Background: an optimization exercise with open tools, aiming at small area, a short achievable clock period and few clock cycles per item. Do not read the settings as production practice. In this exercise RTL edits were held to simulation tests only and were not proved equivalent to the original. No activity file was given, so power comes from the tool's default toggle rates.

--- flow/config.mk ---
export PLATFORM = sky130hd
export DESIGN_NAME = cpu_top
export DESIGN_NICKNAME = cpu_top
export VERILOG_FILES = /design/flow/design.v
export SDC_FILE = /design/flow/constraint.sdc
export NUM_CORES = 4
export LEC_CHECK = 0
export CAP_MARGIN = 20
export CORE_MARGIN = 2
export CORE_UTILIZATION = 45
export PLACE_DENSITY = 0.55
export SETUP_SLACK_MARGIN = 4.3
export SLEW_MARGIN = 20
export TNS_END_PERCENT = 100
--- flow/run.sh ---
#!/bin/bash
# synth_recipe.tcl (not shown) runs the flow's synth.tcl, then flattens the netlist and writes it again
# the make line also repeats each setting of config.mk as NAME=value (left out here)
make -C /OpenROAD-flow-scripts/flow DESIGN_CONFIG=/design/flow/config.mk WORK_HOME=/design/flow/orfs CLKGATE_MAP_FILE= SYNTH_SCRIPT=/design/flow/synth_recipe.tcl finish
--- flow/constraint.sdc ---
create_clock -name core_clock -period 7.5 [get_ports {CLOCK}]
set_input_delay 1.5000 -clock core_clock [delete_from_list [all_inputs] [get_ports {CLOCK}]]
set_output_delay 1.5000 -clock core_clock [all_outputs]
set_load 0.01 [all_outputs]
--- flow/design.v ---
package legv8_pkg;
  typedef struct packed {
    logic [10:0] opcode;
    logic [4:0]  rm;
    logic [5:0]  shamt;
    logic [4:0]  rn;
    logic [4:0]  rd;
  } r_fmt_t;
  typedef struct packed {
    logic [10:0] opcode;
    logic [8:0]  addr;  
    logic [1:0]  op2;
    logic [4:0]  rn;
    logic [4:0]  rt;
  } d_fmt_t;
  typedef union packed {
    r_fmt_t r;
    d_fmt_t d;
  } instr_u;
  typedef enum logic [3:0] {
    ALU_AND = 4'b0000,
    ALU_ORR = 4'b0001,
    ALU_ADD = 4'b0010,
    ALU_SUB = 4'b0110
  } alu_fn_e;
  typedef struct packed {
    alu_fn_e alu_fn;
    logic    alu_src;     
    logic    mem_read;
    logic    mem_write;
    logic    reg_write;
    logic    mem_to_reg;
  } ctrl_t;
  typedef enum logic [1:0] {
    FWD_REG = 2'b00,
    FWD_WB  = 2'b01,
    FWD_MEM = 2'b10
  } fwd_sel_e;
  typedef struct packed {
    logic                   valid;
    logic [64-1:0] pc;
    instr_u                 instr;
  } if_id_t;
  typedef struct packed {
    ctrl_t                  ctrl;
    logic [64-1:0] rn_data;
    logic [64-1:0] rm_data;   
    logic [64-1:0] imm;
    logic [4:0]             rn_idx;
    logic [4:0]             rm_idx;
    logic [4:0]             rd_idx;
  } id_ex_t;
  typedef struct packed {
    logic                   mem_read;
    logic                   mem_write;
    logic                   reg_write;
    logic                   mem_to_reg;
    logic [64-1:0] alu_result;
    logic [64-1:0] store_data;
    logic [4:0]             rd_idx;
  } ex_mem_t;
  typedef struct packed {
    logic                   reg_write;
    logic                   mem_to_reg;
    logic [64-1:0] alu_result;
    logic [64-1:0] load_data;
    logic [4:0]             rd_idx;
  } mem_wb_t;
  typedef struct packed {
    logic                   we;
    logic [4:0]             idx;
    logic [64-1:0] data;
  } wb_t;
endpackage
module cpu_top (
  input  logic                   CLOCK,
  input  logic                   rst_n,
  output logic [64-1:0] pc,
  input  logic [31:0]            instr,
  output logic [64-1:0] mem_addr,
  output logic [64-1:0] mem_wdata,
  output logic                   mem_read,
  output logic                   mem_write,
  input  logic [64-1:0] mem_rdata
);
  localparam int XLEN = 64;
  localparam int NREG = 32 - 1;  
  logic            stall;
  logic [31:0]     ir;
  logic            d_add, d_sub, d_and, d_orr, d_ld, d_st;
  logic [NREG-1:0] d_sel_a, d_sel_b;
  logic            d_byp_a, d_byp_b;
  logic            d_hit_a, d_hit_b;
  logic            e_we, e_ld, e_st;
  logic [4:0]      e_rd;
  logic            m_we, m_ld, m_st;
  logic [4:0]      m_rd;
  logic [XLEN-1:0] m_res;
  logic [XLEN-1:0] m_sd;
  logic [XLEN-1:0] m_wdata;
  logic [NREG-1:0] rf_valid;
  logic [NREG-1:0] rf_valid_next;
  logic [XLEN-1:2] pc_q;
  always_ff @(posedge CLOCK or negedge rst_n) begin
    if (!rst_n) begin
      pc_q <= '0;
    end else if (!stall) begin
      pc_q <= pc_q + 1'b1;
    end
  end
  assign pc = {pc_q, 2'b00};
  logic [31:0] nx;
  logic [10:0] nx_op;
  logic [4:0]  nx_a, nx_b;
  logic        nx_we_d;  
  logic [4:0]  d_rd;
  logic        d_we;
  assign nx    = stall ? ir : instr;
  assign nx_op = nx[31:21];
  assign nx_a  = nx[9:5];
  assign nx_b  = nx[28] ? nx[4:0] : nx[20:16];
  assign d_rd    = ir[4:0];
  assign d_we    = (d_add | d_sub | d_and | d_orr | d_ld) && (d_rd != 5'd31);
  assign nx_we_d = d_we && !stall;
  always_ff @(posedge CLOCK or negedge rst_n) begin
    if (!rst_n) begin
      ir      <= '0;
      d_add   <= 1'b0;
      d_sub   <= 1'b0;
      d_and   <= 1'b0;
      d_orr   <= 1'b0;
      d_ld    <= 1'b0;
      d_st    <= 1'b0;
      d_hit_a <= 1'b0;
      d_hit_b <= 1'b0;
    end else begin
      ir      <= nx;
      d_add   <= (nx_op == 11'b10001011000);
      d_sub   <= (nx_op == 11'b11001011000);
      d_and   <= (nx_op == 11'b10001010000);
      d_orr   <= (nx_op == 11'b10101010000);
      d_ld    <= (nx_op == 11'b11111000010);
      d_st    <= (nx_op == 11'b11111000000);
      d_hit_a <= nx_we_d && (d_rd == nx_a);
      d_hit_b <= nx_we_d && (d_rd == nx_b);
    end
  end
  logic byp_a_next, byp_b_next;
  assign byp_a_next = e_we && (e_rd == nx_a);
  assign byp_b_next = e_we && (e_rd == nx_b);
  always_ff @(posedge CLOCK) begin
    d_byp_a <= byp_a_next;
    d_byp_b <= byp_b_next;
    for (int i = 0; i < NREG; i++) begin
      d_sel_a[i] <= rf_valid_next[i] && (nx_a == 5'(i)) && !byp_a_next;
      d_sel_b[i] <= rf_valid_next[i] && (nx_b == 5'(i)) && !byp_b_next;
    end
  end
  logic use_a, use_b;
  assign use_a = d_add | d_sub | d_and | d_orr | d_ld | d_st;
  assign use_b = d_add | d_sub | d_and | d_orr | d_st;
  assign stall = e_ld && ((d_hit_a && use_a) || (d_hit_b && use_b));
  logic [NREG-1:0][XLEN-1:0] rf;
  assign m_wdata = m_ld ? mem_rdata : m_res;
  always_comb begin
    rf_valid_next = rf_valid;
    if (m_we) rf_valid_next[m_rd] = 1'b1;
  end
  always_ff @(posedge CLOCK or negedge rst_n) begin
    if (!rst_n) rf_valid <= '0;
    else        rf_valid <= rf_valid_next;
  end
  for (genvar i = 0; i < NREG; i++) begin : g_rf
    always_ff @(posedge CLOCK) begin
      if (m_we && m_rd == 5'(i)) rf[i] <= m_wdata;
    end
  end
  logic [XLEN-1:0] rd_a, rd_b;
  always_comb begin
    rd_a = {XLEN{d_byp_a}} & m_wdata;
    rd_b = {XLEN{d_byp_b}} & m_wdata;
    for (int i = 0; i < NREG; i++) begin
      rd_a = rd_a | ({XLEN{d_sel_a[i]}} & rf[i]);
      rd_b = rd_b | ({XLEN{d_sel_b[i]}} & rf[i]);
    end
  end
  logic [XLEN-1:0] e_a;
  logic [XLEN-1:0] e_bx;       
  logic [8:0]      e_imm;
  logic            e_fwd_a;    
  logic            e_b_imm;    
  logic            e_b_fwd;    
  logic            e_b_reg;    
  logic            e_sd_fwd;   
  logic            e_sub, e_and, e_orr;
  always_ff @(posedge CLOCK or negedge rst_n) begin
    if (!rst_n) begin
      e_we <= 1'b0;
      e_ld <= 1'b0;
      e_st <= 1'b0;
    end else begin
      e_we <= d_we & ~stall;
      e_ld <= d_ld & ~stall;
      e_st <= d_st & ~stall;
    end
  end
  always_ff @(posedge CLOCK) begin
    e_rd     <= d_rd;
    e_a      <= rd_a;
    e_bx     <= rd_b ^ {XLEN{d_sub}};
    e_imm    <= ir[20:12];
    e_fwd_a  <= d_hit_a;
    e_b_imm  <= d_ld | d_st;
    e_b_fwd  <= d_hit_b & ~(d_ld | d_st);
    e_b_reg  <= ~d_hit_b & ~(d_ld | d_st);
    e_sd_fwd <= d_hit_b;
    e_sub    <= d_sub;
    e_and    <= d_and;
    e_orr    <= d_orr;
  end
  logic [XLEN-1:0] op_a, op_b;
  logic [XLEN:0]   sum;
  logic [XLEN-1:0] result;
  assign op_a = e_fwd_a ? m_res : e_a;
  assign op_b = ({XLEN{e_b_imm}} & {{(XLEN-9){e_imm[8]}}, e_imm}) |
                ({XLEN{e_b_fwd}} & (m_res ^ {XLEN{e_sub}})) |
                ({XLEN{e_b_reg}} & e_bx);
  assign sum  = {op_a, 1'b1} + {op_b, e_sub};
  always_comb begin
    if (e_and)      result = op_a & op_b;
    else if (e_orr) result = op_a | op_b;
    else            result = sum[XLEN:1];
  end
  always_ff @(posedge CLOCK or negedge rst_n) begin
    if (!rst_n) begin
      m_we <= 1'b0;
      m_ld <= 1'b0;
      m_st <= 1'b0;
    end else begin
      m_we <= e_we;
      m_ld <= e_ld;
      m_st <= e_st;
    end
  end
  always_ff @(posedge CLOCK) begin
    m_rd  <= e_rd;
    m_res <= result;
    m_sd  <= e_sd_fwd ? m_res : e_bx;  
  end
  assign mem_addr  = m_res;
  assign mem_wdata = m_sd;
  assign mem_read  = m_ld;
  assign mem_write = m_st;
endmodule
==> Implementation_results.wiki, run 1 <==
{| class="wikitable"
! Metric !! Value
|-
| Number of flip-flops in the largest register || just under 2000
|-
| Worst slew pin tran || around 1.3 ns
|-
| Total die area || 238000 um^2
|-
| Clock latency on the worst-skew pair || about 0.98 ns
|-
| Fin crit period || a little under 4 ns
|-
| Flop and latch count out of synthesis || around 2500
|-
| Number of nets in the finished design || ~8000
|-
| Placement Rows || between 150 and 200
|-
| Remaining max-slew budget at the tightest pin || about 14%
|-
| Total power per unit cell area || around 230 nW/um^2
|-
| Register cell area after layout || between 70000 and 80000 um^2
|-
| Detailed placement HPWL || 279 mm
|-
| Worst Min Path Start || e_st$_DFF_PN0_
|-
| Routability cong. || 0.939
|-
| Core footprint || 233000 um^2
|-
| Worst vdd ir || roughly 0.00016 V
|-
| Average via count per standard cell || a little under 8
|-
| Fin. max-slew vios || 0
|-
| Hold Worst Slack || 0.361 ns
|-
| Initial Utilization || a little under half
|-
| Unrepaired setup endpoints after global routing || yes
|-
| Fill cell instance count of the final layout || around 19000
|-
| Height of the die || around 500 um
|-
| Hold-fix buffers, CTS || 0
|-
| Number of H-tree levels || 5
|-
| Setup TNS || 0 ns
|-
| Wire length of the first global-routing pass || a little over 700 mm
|-
| Worst EP required || roughly 8.3 ns
|-
| Vias after detailed routing || around 88000
|-
| DRC violation count after routing || 0
|-
| Pin count of the biggest net entering global routing || between 70 and 80
|-
| Total wirelength of the detailed-routed design || 540 mm
|-
| Final hold violation count || 0
|-
| Total setup violations reported at the end of the flow || 0
|-
| Number of max-cap violations || 0
|-
| Area of combinational cells with multiple inputs || around 35000 um^2
|-
| Most common library cell in the layout ignoring fill and taps || sky130_fd_sc_hd__edfxtp_1
|-
| WL per Instance || ~49 um
|-
| Number of library cell types mapped by synthesis || 76
|-
| # clock sinks || about 2500
|-
| Start-to-end type of the worst setup path || flop to flop
|-
| Maximum count of clock buffers along a single path || 4
|-
| Layout cells sized above 1 || around a fifth
|-
| Antenna-violating nets left || 0
|-
| Inserted Clock Buffers || between 200 and 300
|-
| Yosys warns || 1
|-
| Max layer used || met5
|-
| Quantity of I/O buffers inserted on ports || between 200 and 300
|-
| Syn Std Cell Area || 105000 um^2
|-
| Post-Route Skew || roughly 0.052 ns
|-
| Number of antenna violations at the first check in global routing || 47
|-
| Number of synthesized flops with an enable pin || a little under 2000
|-
| Most used cells in the layout excluding fill and tap cells || sky130_fd_sc_hd__edfxtp_1 (1984), sky130_fd_sc_hd__a22o_1 (704), sky130_fd_sc_hd__a221oi_1 (704)
|-
| DRC violation total after the first TritonRoute iteration || between 20000 and 25000
|-
| TritonCTS clock tree || done
|-
| Launch point of the worst reg-to-reg path || e_sub$_DFF_P_
|-
| Post-synth ARST share || roughly 5.6%
|-
| Met1 layer wirelength in the final routing || about 180 mm
|-
| Overall global routing resource usage || roughly 44%
|-
| Hold Path Class || flop to flop
|-
| Area growth from synthesis to layout || 19.7%
|-
| Clock slew seen by the registers of the worst setup and hold paths || 0.06 ns
|-
| Flip-flop cell with the highest count after synthesis || sky130_fd_sc_hd__edfxtp_1
|-
| Post-route fraction of the period consumed by the critical path || between 50% and 60%
|-
| Static power due to leakage || roughly 48 nW
|-
| Endpoint type of the worst setup path || flop
|-
| Total length of routed met2 wires || around 220 mm
|-
| Cell count after synthesis || 7256
|-
| Met3 routed WL || a little over 100 mm
|-
| Drt first pass iters || 12
|-
| Clk root buf || sky130_fd_sc_hd__clkbuf_16
|-
| Mean instance size in the synthesized netlist || 14.5 um^2
|-
| Horiz. Die Dim || roughly 490 um
|-
| Run status || complete, no violations
|-
| Crit path from || e_sub$_DFF_P_
|-
| Register ranked first by flip-flop count || rf
|-
| Vias in the first global route || roughly 81000
|-
| I/O pin cnt || around 290
|-
| Fmax || about 260 MHz
|-
| Kind of start point of the critical path || flop
|-
| Part of the Yosys area used for sequential elements || about two thirds
|-
| Overflow left after global routing || 0
|-
| Crit path max fanout || 10
|-
| Worst EP arrival || between 4 and 5 ns
|}
metal layers:
metal | track usage [%] | vias to the layer above
li1 | - | 31538
met1 | 53.9 | 43267
met2 | 60.7 | 10027
met3 | 22.9 | 2721
met4 | 26.1 | 52
met5 | 0.408 | -
cells in the mapped netlist (all sizes together), types with 5 or more instances:
library cell / n / share of area, %
a2111oi: 66 / 0.55
a211o: 66 / 0.55
a211oi: 18 / 0.13
a21o: 29 / 0.21
a21oi: 135 / 0.66
a221o: 61 / 0.58
a221oi: 707 / 5.9
a222oi: 136 / 1.3
a22o: 704 / 5.9
a22oi: 386 / 2.8
a31oi: 11 / 0.065
and2: 23 / 0.14
and3: 11 / 0.065
buf: 161 / 0.60
clkbuf: 408 / 1.5
dfrtp: 137 / 3.3
dfxtp: 347 / 6.6
edfxtp: 1984 / 57
ha: 135 / 1.6
inv: 209 / 0.75
mux2: 184 / 2.0
mux2i: 119 / 1.1
nand2: 139 / 0.50
nand2b: 11 / 0.065
nand3: 112 / 0.54
nand4: 295 / 1.8
nor2: 110 / 0.39
nor2b: 9 / 0.054
nor3: 82 / 0.41
nor3b: 11 / 0.089
nor4: 40 / 0.24
nor4b: 6 / 0.050
o21ai: 58 / 0.29
o21bai: 15 / 0.11
o221ai: 5 / 0.042
or2: 6 / 0.036
or3: 8 / 0.048
xnor2: 157 / 1.3
xor2: 103 / 0.86
area by class of cell:
cell class | instances | share of cell area [%]
Antenna cell | 59 | 0.117
Clock buffer | 357 | 6.07
Clock inverter | 120 | 0.848
Inverter | 209 | 0.623
Multi-Input combinational cell | 4019 | 27.8
Sequential cell | 2468 | 55.9
Tap cell | 3043 | 3.02
Timing Repair Buffer | 773 | 5.64
timing repair:
item / 4_1_cts / 5_1_grt
gates cloned: 9 / 3
resized for setup: 558 / 178
setup endpoints to repair: 1284 / 312
setup buffers: 197 / 72
pin swaps: 76 / 82
cells by family (layout without fill, tap and decap cells):
logic type      after synthesis  count (layout)  synth area share, %
flops                      2468            2468                 66.5
xor+xnor                    260             260                 2.17
fa+ha+maj                   136             136                 1.63
simple gates                875             882                 4.48
mux                         303             303                 3.10
other cells                   1              61              0.00357
compound gates             2435            2436                 19.3
buf+inv                     778            1459                 2.80
per-stage QoR:
| stage | utilization, % | power (W) | cells | cell area (um^2) | setup slack, ns |
|---|---|---|---|---|---|
| after floorplan | - | 0.0150 | 7257 | 106000 | 3.33 |
| after global placement | 48.4 | 0.0152 | 10230 | 113000 | 2.51 |
| after detailed placement | 48.4 | 0.0152 | 10231 | 113000 | 2.53 |
| after CTS | 53.4 | 0.0283 | 10914 | 124000 | 3.62 |
| after global routing | 54.1 | 0.0289 | 10992 | 126000 | 3.56 |
| final | 54.1 | 0.0284 | 11048 | 126000 | 3.64 |
worst max-delay path: stages (launching register included):
cell	delay, ns
sky130_fd_sc_hd__dfxtp_4	0.36
sky130_fd_sc_hd__buf_8	0.16
sky130_fd_sc_hd__xor2_1	0.16
sky130_fd_sc_hd__a222oi_1	0.35
sky130_fd_sc_hd__inv_1	0.14
sky130_fd_sc_hd__ha_4	0.20
sky130_fd_sc_hd__a211o_1	0.29
sky130_fd_sc_hd__a311o_1	0.36
sky130_fd_sc_hd__a31oi_4	0.28
sky130_fd_sc_hd__a311oi_2	0.13
sky130_fd_sc_hd__buf_4	0.18
sky130_fd_sc_hd__nor2_4	0.19
sky130_fd_sc_hd__o31ai_4	0.11
sky130_fd_sc_hd__buf_4	0.16
sky130_fd_sc_hd__a221oi_4	0.27
sky130_fd_sc_hd__nor4_1	0.08
sky130_fd_sc_hd__a211oi_1	0.29
report_power, final:
| part | internal [W] | total [W] | switching [W] | leakage (nW) |
|---|---|---|---|---|
| Combinational | 0.000121 | 0.000295 | 0.000174 | 17.0 |
| Clock | 0.00780 | 0.0135 | 0.00569 | 4.25 |
| Sequential | 0.0146 | 0.0146 | 0.0000297 | 26.4 |
| Total | 0.0225 | 0.0284 | 0.00589 | 47.6 |
worst paths after layout:
kind	slack (ns)	cells past startpoint	to
setup / recovery	3.64	16	m_res[51]$_DFF_P_
hold / removal	0.36	0	m_st$_DFF_PN0_
setup reg to reg	3.64	16	m_res[51]$_DFF_P_
hold reg to reg	0.36	0	m_st$_DFF_PN0_
max in group asynchronous	5.81	2	rf_valid[4]$_DFF_PN0_
min in group asynchronous	0.58	1	pc_q[20]$_DFFE_PN0N_
Testbench counts, summed over its fixed seeds: cycles 12,675, instructions 12,160.
==> run 2, diff against run 1 <==
--- a/flow/design.v
+++ b/flow/design.v
@@ -186,11 +186,16 @@
   end
-  logic [XLEN-1:0] e_a;
-  logic [XLEN-1:0] e_bx;       
-  logic [8:0]      e_imm;
-  logic            e_fwd_a;    
-  logic            e_b_imm;    
-  logic            e_b_fwd;    
-  logic            e_b_reg;    
+  logic [XLEN-1:0] e_a;        
+  logic [XLEN-1:0] e_b;        
+  logic [XLEN-1:0] e_sd;       
+  logic [XLEN-1:0] e_fa;       
+  logic [XLEN-1:0] e_fb;       
   logic            e_sd_fwd;   
   logic            e_sub, e_and, e_orr;
+  logic            d_imm;
+  logic            d_fwd_b;
+  logic [XLEN-1:0] d_b;
+  logic [XLEN-1:0] result;
+  assign d_imm   = d_ld | d_st;
+  assign d_fwd_b = d_hit_b & ~d_imm;
+  assign d_b     = d_imm ? {{(XLEN-9){ir[20]}}, ir[20:12]} : (rd_b ^ {XLEN{d_sub}});
   always_ff @(posedge CLOCK or negedge rst_n) begin
@@ -208,9 +213,7 @@
     e_rd     <= d_rd;
-    e_a      <= rd_a;
-    e_bx     <= rd_b ^ {XLEN{d_sub}};
-    e_imm    <= ir[20:12];
-    e_fwd_a  <= d_hit_a;
-    e_b_imm  <= d_ld | d_st;
-    e_b_fwd  <= d_hit_b & ~(d_ld | d_st);
-    e_b_reg  <= ~d_hit_b & ~(d_ld | d_st);
+    e_a      <= rd_a & ~{XLEN{d_hit_a}};
+    e_b      <= d_b & ~{XLEN{d_fwd_b}};
+    e_sd     <= rd_b;
+    e_fa     <= result & {XLEN{d_hit_a}};
+    e_fb     <= (result ^ {XLEN{d_sub}}) & {XLEN{d_fwd_b}};
     e_sd_fwd <= d_hit_b;
@@ -222,7 +225,4 @@
   logic [XLEN:0]   sum;
-  logic [XLEN-1:0] result;
-  assign op_a = e_fwd_a ? m_res : e_a;
-  assign op_b = ({XLEN{e_b_imm}} & {{(XLEN-9){e_imm[8]}}, e_imm}) |
-                ({XLEN{e_b_fwd}} & (m_res ^ {XLEN{e_sub}})) |
-                ({XLEN{e_b_reg}} & e_bx);
+  assign op_a = e_a | e_fa;
+  assign op_b = e_b | e_fb;  
   assign sum  = {op_a, 1'b1} + {op_b, e_sub};
@@ -247,3 +247,3 @@
     m_res <= result;
-    m_sd  <= e_sd_fwd ? m_res : e_bx;  
+    m_sd  <= e_sd_fwd ? m_res : e_sd;
   end
--- a/flow/config.mk
+++ b/flow/config.mk
@@ -10,2 +10,4 @@
 export CORE_UTILIZATION = 45
+export CTS_CLUSTER_DIAMETER = 100
+export CTS_CLUSTER_SIZE = 20
 export PLACE_DENSITY = 0.55
==> run 2 against run 1 <==
Compared with the run above:
- still clean on timing, DRC and antenna
- global-route usage shrank 1.7 points
- clock skew fell by 0.010 ns
- hold slack improved by 0.017 ns
- critical endpoint is now e_fb[56]$_DFF_P_
==> Implementation_results.wiki, run 2 <==
{| class="wikitable"
! Metric !! Value
|-
| Final hold violation count || 0 (unchanged)
|-
| Unrepaired setup endpoints after global routing || yes
|-
| Part of the Yosys area used for sequential elements || 66.8% (+0.29 points)
|-
| Register ranked first by flip-flop count || rf
|-
| Worst EP required || 8.24 ns (-0.09 ns)
|-
| Crit path max fanout || 4 (-6)
|-
| Total wirelength of the detailed-routed design || 546 mm (+1.1%)
|-
| Quantity of I/O buffers inserted on ports || 287 (unchanged)
|-
| Wire length of the first global-routing pass || 718 mm (+1.7%)
|-
| Maximum count of clock buffers along a single path || 3 (-1)
|-
| WL per Instance || 47.2 um (-3.4%)
|-
| Overall global routing resource usage || 42.1% (-1.7 points)
|-
| Start-to-end type of the worst setup path || flop to flop
|-
| Final core utilization || 52.0% (-2.1 points)
|-
| Flop and latch count out of synthesis || 2647 (+7.3%)
|-
| Setup TNS || 0 ns (unchanged)
|-
| Height of the die || 499 um (+2.3%)
|-
| Clk root buf || sky130_fd_sc_hd__clkbuf_16
|-
| Total setup violations reported at the end of the flow || 0 (unchanged)
|-
| Initial Utilization || 45.2% (about the same)
|-
| Total die area || 249000 um^2 (+4.6%)
|-
| Sequential group share of total power || 63.2% (+12 points)
|-
| Area growth from synthesis to layout || 15.0%
|-
| Launch point of the worst reg-to-reg path || e_a[19]$_DFF_P_
|-
| Worst EP arrival || 4.21 ns (-0.49 ns)
|-
| Post-synth top cells || sky130_fd_sc_hd__edfxtp_1 (1984), sky130_fd_sc_hd__a22oi_1 (867), sky130_fd_sc_hd__dfxtp_1 (526)
|-
| Share of power burned in combinational logic || 1.3% (+0.3 points)
|-
| Clock slew seen by the registers of the worst setup and hold paths || 0.09 ns (+0.03 ns)
|-
| Number of antenna violations at the first check in global routing || 38 (-19%)
|-
| Number of max-cap violations || 0 (unchanged)
|-
| Overflow left after global routing || 0 (unchanged)
|-
| Syn Std Cell Area || 110000 um^2 (+4.7%)
|-
| Area of all placed cells without fillers || 127000 um^2 (+0.53%)
|-
| Drt first pass iters || 12 (unchanged)
|-
| Worst vdd ir || 0.000231 V (+41%)
|-
| Fmax || 288 MHz (+11%)
|-
| Number of H-tree levels || 4 (-1)
|-
| Vias after detailed routing || 89931 (+2.7%)
|-
| Top-area cell type share of the netlist area || 54.1% (-2.5 points)
|-
| Flip-flop cell with the highest count after synthesis || sky130_fd_sc_hd__edfxtp_1
|-
| Placed standard-cell area || 117000 um^2 (+4.3%)
|-
| Design internal power || 0.0195 W (-14%)
|-
| Cell count after synthesis || 7957 (+9.7%)
|-
| Run status || complete, no violations
|-
| Number of synthesized flops with an enable pin || 1984 (unchanged)
|-
| Horiz. Die Dim || 499 um (+2.3%)
|-
| Pin count of the biggest net entering global routing || 91 (+28%)
|-
| Mean instance size in the synthesized netlist || 13.8 um^2 (-4.6%)
|-
| Routability cong. || 0.967 (+3.0%)
|-
| Crit path from || e_a[19]$_DFF_P_
|-
| Net load switching power || 0.00513 W (-13%)
|-
| Core footprint || 243000 um^2 (+4.6%)
|-
| Total power of the final layout || 0.0246 W (-13%)
|-
| Number of library cell types mapped by synthesis || 89 (+17%)
|-
| Kind of start point of the critical path || flop
|-
| Inserted Clock Buffers || 151 (-46%)
|-
| Clock network fraction of design power || 35.6% (-12 points)
|-
| Worst Min Path Start || d_and$_DFF_PN0_
|-
| Average via count per standard cell || 7.78 (-1.9%)
|-
| Switching fraction of total power || 20.9% (+0.12 points)
|-
| Fin. max-slew vios || 0 (unchanged)
|-
| Most used cells in the layout excluding fill and tap cells || sky130_fd_sc_hd__edfxtp_1 (1984), sky130_fd_sc_hd__a22oi_1 (865), sky130_fd_sc_hd__a22o_1 (472)
|-
| Yosys warns || 1 (unchanged)
|-
| Total power per unit cell area || 194 nW/um^2 (-14%)
|-
| Worst slew pin tran || 1.46 ns (+0.176 ns)
|-
| Most repeated cell in the gate-level netlist after synthesis || sky130_fd_sc_hd__edfxtp_1
|-
| Hold Path Class || flop to flop
|-
| Static power due to leakage || 46.7 nW (-1.9%)
|-
| Fin crit period || 3.47 ns (-0.396 ns)
|-
| # clock sinks || 2647 (+7.3%)
|-
| Remaining max-slew budget at the tightest pin || 2.61% (-12 points)
|-
| Detailed placement HPWL || 289 mm (+3.5%)
|-
| Most common library cell in the layout ignoring fill and taps || sky130_fd_sc_hd__edfxtp_1
|-
| Post-route fraction of the period consumed by the critical path || 46.2% (-5.3 points)
|-
| Post-synth ARST share || 5.18% (-0.38 points)
|-
| Number of flip-flops in the largest register || 1984 (unchanged)
|-
| Clock latency on the worst-skew pair || 0.91 ns (-0.07 ns)
|-
| Endpoint type of the worst setup path || flop
|-
| Placement Rows || 181 (+2.3%)
|-
| Largest cells by area after synthesis || sky130_fd_sc_hd__edfxtp_1 (54%), sky130_fd_sc_hd__dfxtp_1 (9.6%), sky130_fd_sc_hd__a22oi_1 (5.9%), sky130_fd_sc_hd__a22o_1 (3.8%), sky130_fd_sc_hd__a221oi_1 (3.7%)
|-
| Vias in the first global route || 82660 (+1.5%)
|-
| Antenna-violating nets left || 0 (unchanged)
|-
| Leading area contributor after synthesis || sky130_fd_sc_hd__edfxtp_1
|-
| Post-Route Skew || 0.0417 ns (-0.0104 ns)
|-
| DRC violation count after routing || 0 (unchanged)
|-
| I/O pin cnt || 292 (unchanged)
|-
| DRC violation total after the first TritonRoute iteration || 20486 (+1.9%)
|-
| Number of nets in the finished design || 8510 (+6.6%)
|-
| TritonCTS clock tree || done
|-
| Layout cells sized above 1 || 17.8% (-1.8 points)
|}
run 2: per-stage QoR:
step	std cells	hold WS [ns]	setup slack, ns
finish	11560	0.378	4.03
global route	11538	0.381	3.94
CTS	11458	0.382	4.11
detailed placement	11071	0.365	3.08
global placement	11071	0.356	3.10
floorplan	7958	0.331	3.33
run 2: what timing repair did:
item | in CTS | in global routing
resized for setup | 645 | 237
setup buffers | 174 | 75
hold buffers | 0 | 0
pin swaps | 107 | 122
cloned | 3 | 2
setup endpoints to repair | 1074 | 568
run 2: layer usage:
layer	global-route usage (%)	part of all wire [%]	vias to the layer above
met5	1.39	0.13	-
met1	52.7	34	44399
met3	21.5	19	2692
li1	-	-	32896
met4	22.9	7.4	36
met2	58.6	40	9908
run 2: path summary, 6_finish.rpt:
kind                                endpoint  slack (ns)  cells past startpoint
max in group asynchronous  d_hit_a$_DFF_PN0_        5.58                      2
max                         e_fb[56]$_DFF_P_        4.03                     14
min                            e_and$_DFF_P_        0.38                      0
max reg2reg                 e_fb[56]$_DFF_P_        4.03                     14
min reg2reg                    e_and$_DFF_P_        0.38                      0
min in group asynchronous   ir[18]$_DFF_PN0_        0.66                      1
run 2: cell type report:
cell class / count / area, um^2
Fill cell: 20450 / 117000
Sequential cell: 2647 / 73900
Multi-Input combinational cell: 4486 / 36500
Timing Repair Buffer: 765 / 6980
Clock buffer: 195 / 4020
Tap cell: 3202 / 4010
Inverter: 225 / 846
Clock inverter: 15 / 174
Antenna cell: 25 / 62.6
run 2: critical path, cell delays in order, from the launching register on:
cell,delay [ns]
sky130_fd_sc_hd__dfxtp_2,0.33
sky130_fd_sc_hd__or2_4,0.24
sky130_fd_sc_hd__ha_4,0.30
sky130_fd_sc_hd__o21ai_4,0.06
sky130_fd_sc_hd__o211ai_1,0.18
sky130_fd_sc_hd__o211ai_1,0.19
sky130_fd_sc_hd__o21ai_2,0.38
sky130_fd_sc_hd__o2111ai_4,0.23
sky130_fd_sc_hd__a2111oi_4,0.50
sky130_fd_sc_hd__buf_4,0.24
sky130_fd_sc_hd__nor3b_2,0.07
sky130_fd_sc_hd__o31ai_2,0.24
sky130_fd_sc_hd__buf_4,0.18
sky130_fd_sc_hd__xnor2_2,0.11
sky130_fd_sc_hd__nor2_1,0.05
run 2: cell families after synthesis:
logic type	share of synthesized area, %
DFF	66.8
AOI/OAI and AO/OA	17.9
and+or+nand+nor	6.95
buffers and inverters	2.87
xor gates and xnor gates	1.81
muxes	2.09
adders and majority gates	1.55
other	0.00341
run 2: power groups by stage:
stage               sequential, W  clock, W  combinational, W
floorplan                  0.0159         0          0.000124
CTS                        0.0155   0.00873          0.000282
global placement           0.0159         0          0.000252
global route               0.0155   0.00922          0.000330
finish                     0.0155   0.00875          0.000312
detailed placement         0.0159         0          0.000254
Testbench counts of run 2, summed over its fixed seeds: cycles 12,675, instructions 12,160.
==> run 3, diff against run 2 <==
--- a/flow/design.v
+++ b/flow/design.v
@@ -161,3 +161,4 @@
   assign use_b = d_add | d_sub | d_and | d_orr | d_st;
-  assign stall = e_ld && ((d_hit_a && use_a) || (d_hit_b && use_b));
+  assign stall = (e_ld && ((d_hit_a && use_a) || (d_hit_b && use_b))) ||
+                 (d_sub && d_hit_b);
   logic [NREG-1:0][XLEN-1:0] rf;
@@ -198,3 +199,3 @@
   assign d_imm   = d_ld | d_st;
-  assign d_fwd_b = d_hit_b & ~d_imm;
+  assign d_fwd_b = d_hit_b & ~d_imm & ~d_sub;
   assign d_b     = d_imm ? {{(XLEN-9){ir[20]}}, ir[20:12]} : (rd_b ^ {XLEN{d_sub}});
@@ -217,3 +218,3 @@
     e_fa     <= result & {XLEN{d_hit_a}};
-    e_fb     <= (result ^ {XLEN{d_sub}}) & {XLEN{d_fwd_b}};
+    e_fb     <= result & {XLEN{d_fwd_b}};
     e_sd_fwd <= d_hit_b;
==> run 3 against run 2 <==
Compared with the run above:
- still clean on timing, DRC and antenna
- fmax is 3.4% lower
- utilization is 0.11 points lower
- area after synthesis is 0.57% lower
- routed wire length is 0.52% lower
- hold slack worse by 0.017 ns
- critical path depth is 9 lower
- first-iteration DRC count is 5.1% lower
- setup slack worse by 0.12 ns
- critical endpoint is now rf[996]$_DFFE_PP_
- highest routed layer unchanged
==> Implementation_results.wiki, run 3 <==
{| class="wikitable"
! Metric !! Value
|-
| Static power due to leakage || 46.6 nW (-0.20%)
|-
| Clock slew seen by the registers of the worst setup and hold paths || 0.09 ns (about the same)
|-
| Endpoint type of the worst setup path || flop
|-
| Run status || complete, no violations
|-
| Reg2Reg Capture Point || rf[996]$_DFFE_PP_
|-
| Height of the die || 497 um (-0.28%)
|-
| Routability cong. || 0.958 (-1.0%)
|-
| Area of all placed cells without fillers || 126000 um^2 (-0.50%)
|-
| Start-to-end type of the worst setup path || flop to flop
|-
| Initial Utilization || 45.1% (-0.13 points)
|-
| Average via count per standard cell || 7.74 (-0.53%)
|-
| Post-synth top cells || sky130_fd_sc_hd__edfxtp_1 (1984), sky130_fd_sc_hd__a22oi_1 (877), sky130_fd_sc_hd__dfxtp_1 (526)
|-
| Overflow left after global routing || 0 (unchanged)
|-
| DRC violation total after the first TritonRoute iteration || 19435 (-5.1%)
|-
| Design internal power || 0.0195 W (about the same)
|-
| Placement Rows || 181 (unchanged)
|-
| Fmax || 279 MHz (-3.4%)
|-
| Area growth from synthesis to layout || 15.1% (about the same)
|-
| Net load switching power || 0.00512 W (-0.34%)
|-
| Switching fraction of total power || 20.8% (-0.059 points)
|-
| Detailed placement HPWL || 287 mm (-0.54%)
|-
| Layout Cells excl Fill || 11500 (-0.52%)
|-
| Post-synth ARST share || 5.18% (unchanged)
|-
| Horiz. Die Dim || 497 um (-0.28%)
|-
| Post-route fraction of the period consumed by the critical path || 47.9% (+1.6 points)
|-
| Final hold violation count || 0 (unchanged)
|-
| Leading area contributor after synthesis || sky130_fd_sc_hd__edfxtp_1
|-
| Critical Path Slowest Stage Cell || sky130_fd_sc_hd__and3_1
|-
| Post-Route Skew || 0.0406 ns (-0.00115 ns)
|-
| Top-area cell type share of the netlist area || 54.4% (+0.31 points)
|-
| Most repeated cell in the gate-level netlist after synthesis || sky130_fd_sc_hd__edfxtp_1
|-
| Number of H-tree levels || 4 (unchanged)
|-
| Crit path max fanout || 21 (+17)
|-
| Remaining max-slew budget at the tightest pin || 16.5% (+14 points)
|-
| Vias after detailed routing || 88986 (-1.1%)
|-
| Core footprint || 243000 um^2 (-0.28%)
|-
| Worst EP required || 8.00 ns (-0.24 ns)
|-
| Layout cells sized above 1 || 17.2% (-0.65 points)
|-
| Clock latency on the worst-skew pair || 0.88 ns (-0.03 ns)
|-
| Crit path from || m_we$_DFF_PN0_
|-
| Quantity of I/O buffers inserted on ports || 287 (unchanged)
|-
| Cell count after synthesis || 7894 (-0.79%)
|-
| Worst slew pin tran || 1.25 ns (-0.209 ns)
|-
| Setup TNS || 0 ns (unchanged)
|-
| Worst vdd ir || 0.000280 V (+22%)
|-
| Mean instance size in the synthesized netlist || 13.9 um^2 (+0.22%)
|-
| # clock sinks || 2647 (unchanged)
|-
| Overall global routing resource usage || 41.9% (-0.22 points)
|-
| Unrepaired setup endpoints after global routing || yes
|-
| Hold Worst Slack || 0.361 ns (-0.0171 ns)
|-
| Total setup violations reported at the end of the flow || 0 (unchanged)
|-
| Total die area || 247000 um^2 (-0.57%)
|-
| Fin. max-slew vios || 0 (unchanged)
|-
| Worst Min Path Start || e_st$_DFF_PN0_
|-
| Worst Hold Depth || 0 (unchanged)
|-
| Maximum count of clock buffers along a single path || 3 (unchanged)
|-
| Most common library cell in the layout ignoring fill and taps || sky130_fd_sc_hd__edfxtp_1
|-
| DRC violation count after routing || 0 (unchanged)
|-
| Vias in the first global route || 81840 (-0.99%)
|-
| Hold-critical path endpoint || m_st$_DFF_PN0_
|-
| Register ranked first by flip-flop count || rf
|-
| Wire length of the first global-routing pass || 710 mm (-1.1%)
|-
| Ordered cell list for the critical path || nor2b_1 -> and3_1 -> and2_4 -> buf_4 -> buf_4
|-
| Placed standard-cell area || 117000 um^2 (-0.57%)
|-
| Cell Count Post-Placement || 11022 (-0.44%)
|-
| Share of power burned in combinational logic || 1.3% (about the same)
|-
| WL per Instance || 47.2 um (about the same)
|-
| Number of flip-flops in the largest register || 1984 (unchanged)
|-
| Worst EP arrival || 4.09 ns (-0.12 ns)
|-
| Worst setup slack for register-to-register paths || 3.91 ns (-0.12 ns)
|-
| Number of max-cap violations || 0 (unchanged)
|-
| Clk root buf || sky130_fd_sc_hd__clkbuf_16
|-
| Pin count of the biggest net entering global routing || 75 (-18%)
|-
| Yosys warns || 1 (unchanged)
|-
| Clock network fraction of design power || 35.5% (about the same)
|-
| Drt first pass iters || 9 (-3)
|-
| Number of synthesized flops with an enable pin || 1984 (unchanged)
|-
| Hold Path Class || flop to flop
|-
| I/O pin cnt || 292 (unchanged)
|-
| Number of library cell types mapped by synthesis || 86 (-3.4%)
|-
| Sequential group share of total power || 63.2% (about the same)
|-
| Fin crit period || 3.59 ns (+0.121 ns)
|-
| Largest cells by area after synthesis || sky130_fd_sc_hd__edfxtp_1 (54%), sky130_fd_sc_hd__dfxtp_1 (9.6%), sky130_fd_sc_hd__a22oi_1 (6.0%), sky130_fd_sc_hd__a221oi_1 (3.7%), sky130_fd_sc_hd__a22o_1 (3.7%)
|-
| Total wirelength of the detailed-routed design || 543 mm (-0.52%)
|-
| Antenna-violating nets left || 0 (unchanged)
|-
| Inserted Clock Buffers || 151 (unchanged)
|-
| Worst path most repeated cell || sky130_fd_sc_hd__buf_4
|-
| Cell depth of the worst flop-to-flop path || 5 (-9)
|-
| Post-placement setup slack || 2.81 ns (-0.268 ns)
|-
| Launch point of the worst reg-to-reg path || m_we$_DFF_PN0_
|-
| Kind of start point of the critical path || flop
|-
| Part of the Yosys area used for sequential elements || 67.2% (+0.39 points)
|-
| Syn Std Cell Area || 109000 um^2 (-0.57%)
|-
| Most used cells in the layout excluding fill and tap cells || sky130_fd_sc_hd__edfxtp_1 (1984), sky130_fd_sc_hd__a22oi_1 (876), sky130_fd_sc_hd__a221oi_1 (460)
|-
| Total power per unit cell area || 195 nW/um^2 (+0.44%)
|-
| Crit path setup slack, layout || 3.91 ns (-0.121 ns)
|-
| Number of nets in the finished design || 8449 (-0.72%)
|-
| Flip-flop cell with the highest count after synthesis || sky130_fd_sc_hd__edfxtp_1
|-
| Number of antenna violations at the first check in global routing || 42 (+11%)
|-
| TritonCTS clock tree || done
|-
| Delay of the slowest cell on the worst path || 0.69 ns (+0.19 ns)
|-
| Flop and latch count out of synthesis || 2647 (unchanged)
|}
run 3: power groups by stage:
stage	clock network, W	logic (W)	registers, W
global route	0.00919	0.000346	0.0155
detailed placement	0	0.000252	0.0159
CTS	0.00872	0.000303	0.0155
global placement	0	0.000250	0.0159
floorplan	0	0.000121	0.0159
finish	0.00872	0.000328	0.0155
run 3: routing by layer:
metal | global-route usage, % | up-vias | routed length, um
met3 | 20.2 | 2548 | 99200
met1 | 52.7 | 44047 | 184000
met2 | 58.4 | 9586 | 216000
li1 | - | 32767 | -
met4 | 24.2 | 38 | 42400
met5 | 0 | - | 511
run 3: logic make-up after synthesis:
| family | Yosys count | share of synthesized area (%) |
|---|---|---|
| buf+inv | 823 | 2.84 |
| simple gates | 1440 | 7.08 |
| mux | 190 | 1.94 |
| compound gates | 2495 | 18.0 |
| other cells | 1 | 0.00343 |
| xor+xnor | 162 | 1.34 |
| flops | 2647 | 67.2 |
| fa+ha+maj | 136 | 1.56 |
run 3: worst max path at each step:
stage / end / cells past startpoint
5_1_grt: d_sel_b[15]$_DFF_P_ / 14
2_1_floorplan: rf[320]$_DFFE_PP_ / 4
3_3_place_gp: e_fa[61]$_DFF_P_ / 11
3_5_place_dp: m_res[61]$_DFF_P_ / 11
6_report: rf[996]$_DFFE_PP_ / 5
4_1_cts: rf[855]$_DFFE_PP_ / 4
run 3: worst max-delay path, delay by kind of cell (launching register included):
family / cells / cell delay, ns
buf+inv: 2 / 1.15
flops: 1 / 0.49
simple gates: 3 / 1.52
run 3: area by class of cell:
class	instances	area, um^2
clock inverter	15	146
tap	3202	4010
inverter	241	908
clock buffer	193	4050
multi-input combinational	4430	35900
sequential	2647	73900
timing repair buffer	744	6880
antenna	28	70.1
fill	20139	117000
run 3: through the flow:
step	utilization (%)	total power [W]
final	51.9	0.0246
after detailed placement	48.1	0.0161
after global placement	48.1	0.0161
after CTS	51.2	0.0246
after floorplan	-	0.0160
after global routing	51.9	0.0251
run 3: repair_timing:
item	4_1_cts	5_1_grt
gates resized for setup	618	240
setup buffers	161	75
cloned	2	4
pin swaps	91	97
setup endpoints to repair	1080	457
hold buffers	0	0
hold endpoints to repair	0	0
Testbench counts of run 3, summed over its fixed seeds: cycles 12,729, instructions 12,160.
==> run 4, diff against run 3 <==
==> flow/flow/run.sh (new file) <==
#!/bin/bash
# The standard layout (standard.sh, its synthesis and every step unchanged),
# except that buffer_ports uses buf_2 for the port buffers instead of the delay
# cells it picks by default. The make output goes to standard.log; each ORFS
# step's own log stays under orfs/logs/.
set -euo pipefail
export BUFFER_PORTS_ARGS="-buffer_cell sky130_fd_sc_hd__buf_2"
bash standard.sh > standard.log 2>&1
==> flow/standard.sh (new file) <==
#!/bin/bash
# synth_recipe.tcl (not shown) runs the flow's synth.tcl, then flattens the netlist and writes it again
# the make line also repeats each setting of config.mk as NAME=value (left out here)
make -C /OpenROAD-flow-scripts/flow DESIGN_CONFIG=/design/flow/config.mk WORK_HOME=/design/flow/orfs CLKGATE_MAP_FILE= SYNTH_SCRIPT=/design/flow/synth_recipe.tcl "${@:-finish}"
removed: flow/run.sh
==> run 4 against run 3 <==
Compared with the run above:
- combinational power fell by 12%
- sequential cell count did not move
- clock power rose by 2%
- utilization fell by 0.67 points
- critical path type unchanged
- critical endpoint is now e_fb[48]$_DFF_P_
- highest routed layer unchanged
==> Implementation_results.wiki, run 4 <==
{| class="wikitable"
! Metric !! Value
|-
| Layout cells sized above 1 || 19.8% (+2.7 points)
|-
| Kind of start point of the critical path || flop
|-
| Worst EP required || 8.24 ns (+0.24 ns)
|-
| Ordered cell list for the critical path || or2_4 -> ha_4 -> nand4_1 -> buf_4 -> o2bb2ai_4 -> o41ai_4 -> buf_4 -> buf_6 -> a2111oi_4 -> buf_4 -> nor2_4 -> o311ai_4 -> xnor2_2 -> a21oi_1
|-
| Maximum count of clock buffers along a single path || 3 (unchanged)
|-
| Total power of the final layout || 0.0247 W (+0.46%)
|-
| Syn Std Cell Area || 109000 um^2 (unchanged)
|-
| Fmax || 295 MHz (+5.8%)
|-
| Total wirelength of the detailed-routed design || 537 mm (-1.1%)
|-
| Most repeated cell in the gate-level netlist after synthesis || sky130_fd_sc_hd__edfxtp_1
|-
| Antenna-violating nets left || 0 (unchanged)
|-
| Number of H-tree levels || 4 (unchanged)
|-
| Detailed placement HPWL || 276 mm (-3.9%)
|-
| Delay of the slowest cell on the worst path || 0.37 ns (-0.32 ns)
|-
| Worst EP arrival || 4.14 ns (+0.05 ns)
|-
| Mean instance size in the synthesized netlist || 13.9 um^2 (unchanged)
|-
| Most common library cell in the layout ignoring fill and taps || sky130_fd_sc_hd__edfxtp_1
|-
| Hold Path Class || flop to flop
|-
| Drt first pass iters || 13 (+4)
|-
| Compound-cell area share of the yosys netlist || 18.0% (unchanged)
|-
| Start-to-end type of the worst setup path || flop to flop
|-
| Xor and xnor area share after synthesis || 1.34% (unchanged)
|-
| Simple logic cell fraction of the synthesized area || 7.08% (unchanged)
|-
| Total power per unit cell area || 199 nW/um^2 (+1.8%)
|-
| I/O pin cnt || 292 (unchanged)
|-
| Pin count of the biggest net entering global routing || 82 (+9.3%)
|-
| Area growth from synthesis to layout || 13.6%
|-
| Post-route fraction of the period consumed by the critical path || 45.3% (-2.6 points)
|-
| Inserted Clock Buffers || 151 (unchanged)
|-
| Number of antenna violations at the first check in global routing || 41 (-2.4%)
|-
| Number of nets in the finished design || 8373 (-0.90%)
|-
| Post-synth top cells || sky130_fd_sc_hd__edfxtp_1 (1984), sky130_fd_sc_hd__a22oi_1 (877), sky130_fd_sc_hd__dfxtp_1 (526)
|-
| Number of library cell types mapped by synthesis || 86 (unchanged)
|-
| Number of buffer and inverter instances along the worst setup path || 4 (+2)
|-
| Cell count after synthesis || 7894 (unchanged)
|-
| Total setup violations reported at the end of the flow || 0 (unchanged)
|-
| Static power due to leakage || 45.8 nW (-1.7%)
|-
| Part of the Yosys area used for sequential elements || 67.2% (unchanged)
|-
| Core footprint || 243000 um^2 (unchanged)
|-
| M2 GR Usage || 58.2% (-0.22 points)
|-
| Top-area cell type share of the netlist area || 54.4% (unchanged)
|-
| Total die area || 247000 um^2 (unchanged)
|-
| Fin. max-slew vios || 0 (unchanged)
|-
| Final core utilization || 51.2% (-0.67 points)
|-
| Flop and latch count out of synthesis || 2647 (unchanged)
|-
| Overflow left after global routing || 0 (unchanged)
|-
| # clock sinks || 2647 (unchanged)
|-
| Horiz. Die Dim || 497 um (unchanged)
|-
| Wire length of the first global-routing pass || 704 mm (-0.85%)
|-
| WL per Instance || 46.9 um (-0.62%)
|-
| Worst path most repeated cell || sky130_fd_sc_hd__buf_4
|-
| Clock latency on the worst-skew pair || 0.89 ns (about the same)
|-
| Remaining max-slew budget at the tightest pin || 9.42% (-7.1 points)
|-
| Fraction of the mapped netlist area in adder cells || 1.56% (unchanged)
|-
| Initial Utilization || 45.1% (unchanged)
|-
| Average via count per standard cell || 7.79 (+0.73%)
|-
| Most heavily used metal layer in global routing || met2
|-
| Critical Path Slowest Stage Cell || sky130_fd_sc_hd__a2111oi_4
|-
| Leading area contributor after synthesis || sky130_fd_sc_hd__edfxtp_1
|-
| Final hold violation count || 0 (unchanged)
|-
| Setup TNS || 0 ns (unchanged)
|-
| Endpoint type of the worst setup path || flop
|-
| DRC violation total after the first TritonRoute iteration || 19085 (-1.8%)
|-
| Fin crit period || 3.39 ns (-0.195 ns)
|-
| Number of flip-flops in the largest register || 1984 (unchanged)
|-
| Clk root buf || sky130_fd_sc_hd__clkbuf_16
|-
| Placement Rows || 181 (unchanged)
|-
| Post-synth ARST share || 5.18% (unchanged)
|-
| Crit path max fanout || 5 (-76%)
|-
| Vias in the first global route || 82059 (+0.27%)
|-
| Met3 Track Usage GR || 20.0% (-0.14 points)
|-
| Number of max-cap violations || 0 (unchanged)
|-
| Most used cells in the layout excluding fill and tap cells || sky130_fd_sc_hd__edfxtp_1 (1984), sky130_fd_sc_hd__a22oi_1 (876), sky130_fd_sc_hd__a221oi_1 (460)
|-
| M1 GR Usage || 51.5% (-1.2 points)
|-
| Flip-flop cell with the highest count after synthesis || sky130_fd_sc_hd__edfxtp_1
|-
| Post-Route Skew || 0.0405 ns (-0.0000571 ns)
|-
| Run status || complete, no violations
|-
| Yosys warns || 1 (unchanged)
|-
| Combinational family with the most area after synthesis || compound AO/OA/AOI/OAI gates
|-
| Routability cong. || 0.944 (-1.4%)
|-
| Top Family by Delay on Critical Path || compound AO/OA/AOI/OAI gates
|-
| Crit path setup slack, layout || 4.11 ns (+0.195 ns)
|-
| Fill cell instance count of the final layout || 20450 (+1.5%)
|-
| Overall global routing resource usage || 41.5% (-0.36 points)
|-
| Layout Cells excl Fill || 11440 (-0.52%)
|-
| Portion of netlist area occupied by mux cells || 1.94% (unchanged)
|-
| Worst vdd ir || 0.000272 V (-3.2%)
|-
| Post-placement setup slack || 2.82 ns (+0.00531 ns)
|-
| Vias after detailed routing || 89171 (+0.21%)
|-
| DRC violation count after routing || 0 (unchanged)
|-
| Largest cells by area after synthesis || sky130_fd_sc_hd__edfxtp_1 (54%), sky130_fd_sc_hd__dfxtp_1 (9.6%), sky130_fd_sc_hd__a22oi_1 (6.0%), sky130_fd_sc_hd__a221oi_1 (3.7%), sky130_fd_sc_hd__a22o_1 (3.7%)
|-
| Clock slew seen by the registers of the worst setup and hold paths || 0.10 ns (about the same)
|-
| Hold-fix buffers, CTS || 0 (unchanged)
|-
| Unrepaired setup endpoints after global routing || yes
|-
| Height of the die || 497 um (unchanged)
|-
| TritonCTS clock tree || done
|-
| Cell Count Post-Placement || 11009 (-0.12%)
|-
| Quantity of I/O buffers inserted on ports || 287 (unchanged)
|-
| Worst slew pin tran || 1.36 ns (+0.107 ns)
|-
| Register ranked first by flip-flop count || rf
|-
| Number of synthesized flops with an enable pin || 1984 (unchanged)
|}
-- run 4: cell count changes in the layout (fill, tap and decap cells not counted), moves of 12 or more --
cell	previous run	this run
sky130_fd_sc_hd__buf_2	2	286
sky130_fd_sc_hd__dlygate4sd2_1	180	0
sky130_fd_sc_hd__clkdlybuf4s50_1	94	0
sky130_fd_sc_hd__buf_4	342	275
sky130_fd_sc_hd__nor3_1	92	73
sky130_fd_sc_hd__buf_6	70	52
sky130_fd_sc_hd__nor3_2	10	26
sky130_fd_sc_hd__dfxtp_4	100	85
sky130_fd_sc_hd__or4_1	21	33
sky130_fd_sc_hd__or4_4	25	13
-- run 4: cells by family (layout without fill, tap and decap cells) --
kind of cell	count (synthesis)	count (layout)
multiplexers	190	190
XOR/XNOR	162	162
adder cells (fa/ha/maj)	136	136
AO/OA/AOI/OAI	2495	2495
flip-flops	2647	2647
other	1	36
buffers and inverters	823	1130
AND/OR/NAND/NOR	1440	1442
-- run 4: through the flow --
step	hold WS [ns]	cell area [um^2]
2_1_floorplan	0.331	109000
3_3_place_gp	0.339	115000
3_5_place_dp	0.342	115000
4_1_cts	0.362	122000
5_1_grt	0.372	124000
6_report	0.356	124000
-- run 4: per-layer routing --
layer	share of wire [%]	wire length [um]	vias up
li1	-	-	32614
met1	34	182000	44101
met2	40	215000	9680
met3	18	95200	2740
met4	8.2	43800	36
met5	0.11	585	-
-- run 4: layout make-up --
cell class	count	area, um^2	area share (%)
timing repair buffer	671	5200	4.19
clock inverter	12	138	0.111
inverter	241	908	0.731
tap	3202	4010	3.22
multi-input combinational	4427	35900	28.9
sequential	2647	73900	59.4
clock buffer	206	4140	3.33
antenna	34	85.1	0.0684
-- run 4: path summary, 6_finish.rpt --
| kind | from | end | slack [ns] | cells after the start |
|---|---|---|---|---|
| worst max-delay path | e_a[23]$_DFF_P_ | e_fb[48]$_DFF_P_ | 4.11 | 14 |
| max in group asynchronous | rst_n | d_sub$_DFF_PN0_ | 5.67 | 2 |
| worst max register to register | e_a[23]$_DFF_P_ | e_fb[48]$_DFF_P_ | 4.11 | 14 |
| min in group asynchronous | rst_n | rf_valid[3]$_DFF_PN0_ | 0.56 | 1 |
| worst min register to register | e_st$_DFF_PN0_ | m_st$_DFF_PN0_ | 0.36 | 0 |
| worst min-delay path | e_st$_DFF_PN0_ | m_st$_DFF_PN0_ | 0.36 | 0 |
-- run 4: where the power goes --
part	total [W]	switching [W]	leakage (nW)	internal, W
Clock	0.00887	0.00498	2.08	0.00388
Combinational	0.000288	0.000183	15.8	0.000106
Sequential	0.0155	0.0000248	28.0	0.0155
Total	0.0247	0.00519	45.8	0.0195
-- run 4: worst reg2reg max path, delay by kind of cell (launching register included) --
kind | cells | cell delay (ns)
AO/OA/AOI/OAI | 5 | 1.13
buffers and inverters | 4 | 0.78
AND/OR/NAND/NOR | 3 | 0.56
flip-flops | 1 | 0.31
adder cells (fa/ha/maj) | 1 | 0.29
XOR/XNOR | 1 | 0.18
-- run 4: timing repair --
item	CTS	global route
buffers inserted	90	87
gates cloned	2	0
pin swaps	82	129
gates resized for setup	363	282
setup endpoints to repair	896	674

==> static timing again, ports no longer ideal <==
How much do the figures lean on ideal ports? The routed layouts below were timed once more, with nothing changed but the port constraints.
Step 1: set_driving_cell puts a clkbuf_16 on CLOCK and a buf_2 on each other input, an assumption about the parent block.
Step 2 times the ports against the registers' clock, not the clock port: input delays grow and output delays shrink by t, the midpoint of the rising clock arrivals with the driver on.
Slacks: ideal / step 1 / step 2; pairs: ideal / step 1.
| run | t (ns) | setup WS [ns] | cell pins on the clock port's net |
|---|---|---|---|
| run 1 | 1.044 | 3.635 / 3.635 / 3.337 | 1 |
| run 2 | 0.975 | 4.032 / 4.032 / 3.509 | 1 |
| run 3 | 0.960 | 3.910 / 3.910 / 3.382 | 1 |
| run 4 | 0.977 | 4.106 / 4.106 / 3.682 | 1 |
After both steps every run listed still meets setup and hold. For run 3, which loses most, drivers alone change the setup slack by 0.000 ns; drivers and shift together by -0.528 ns.
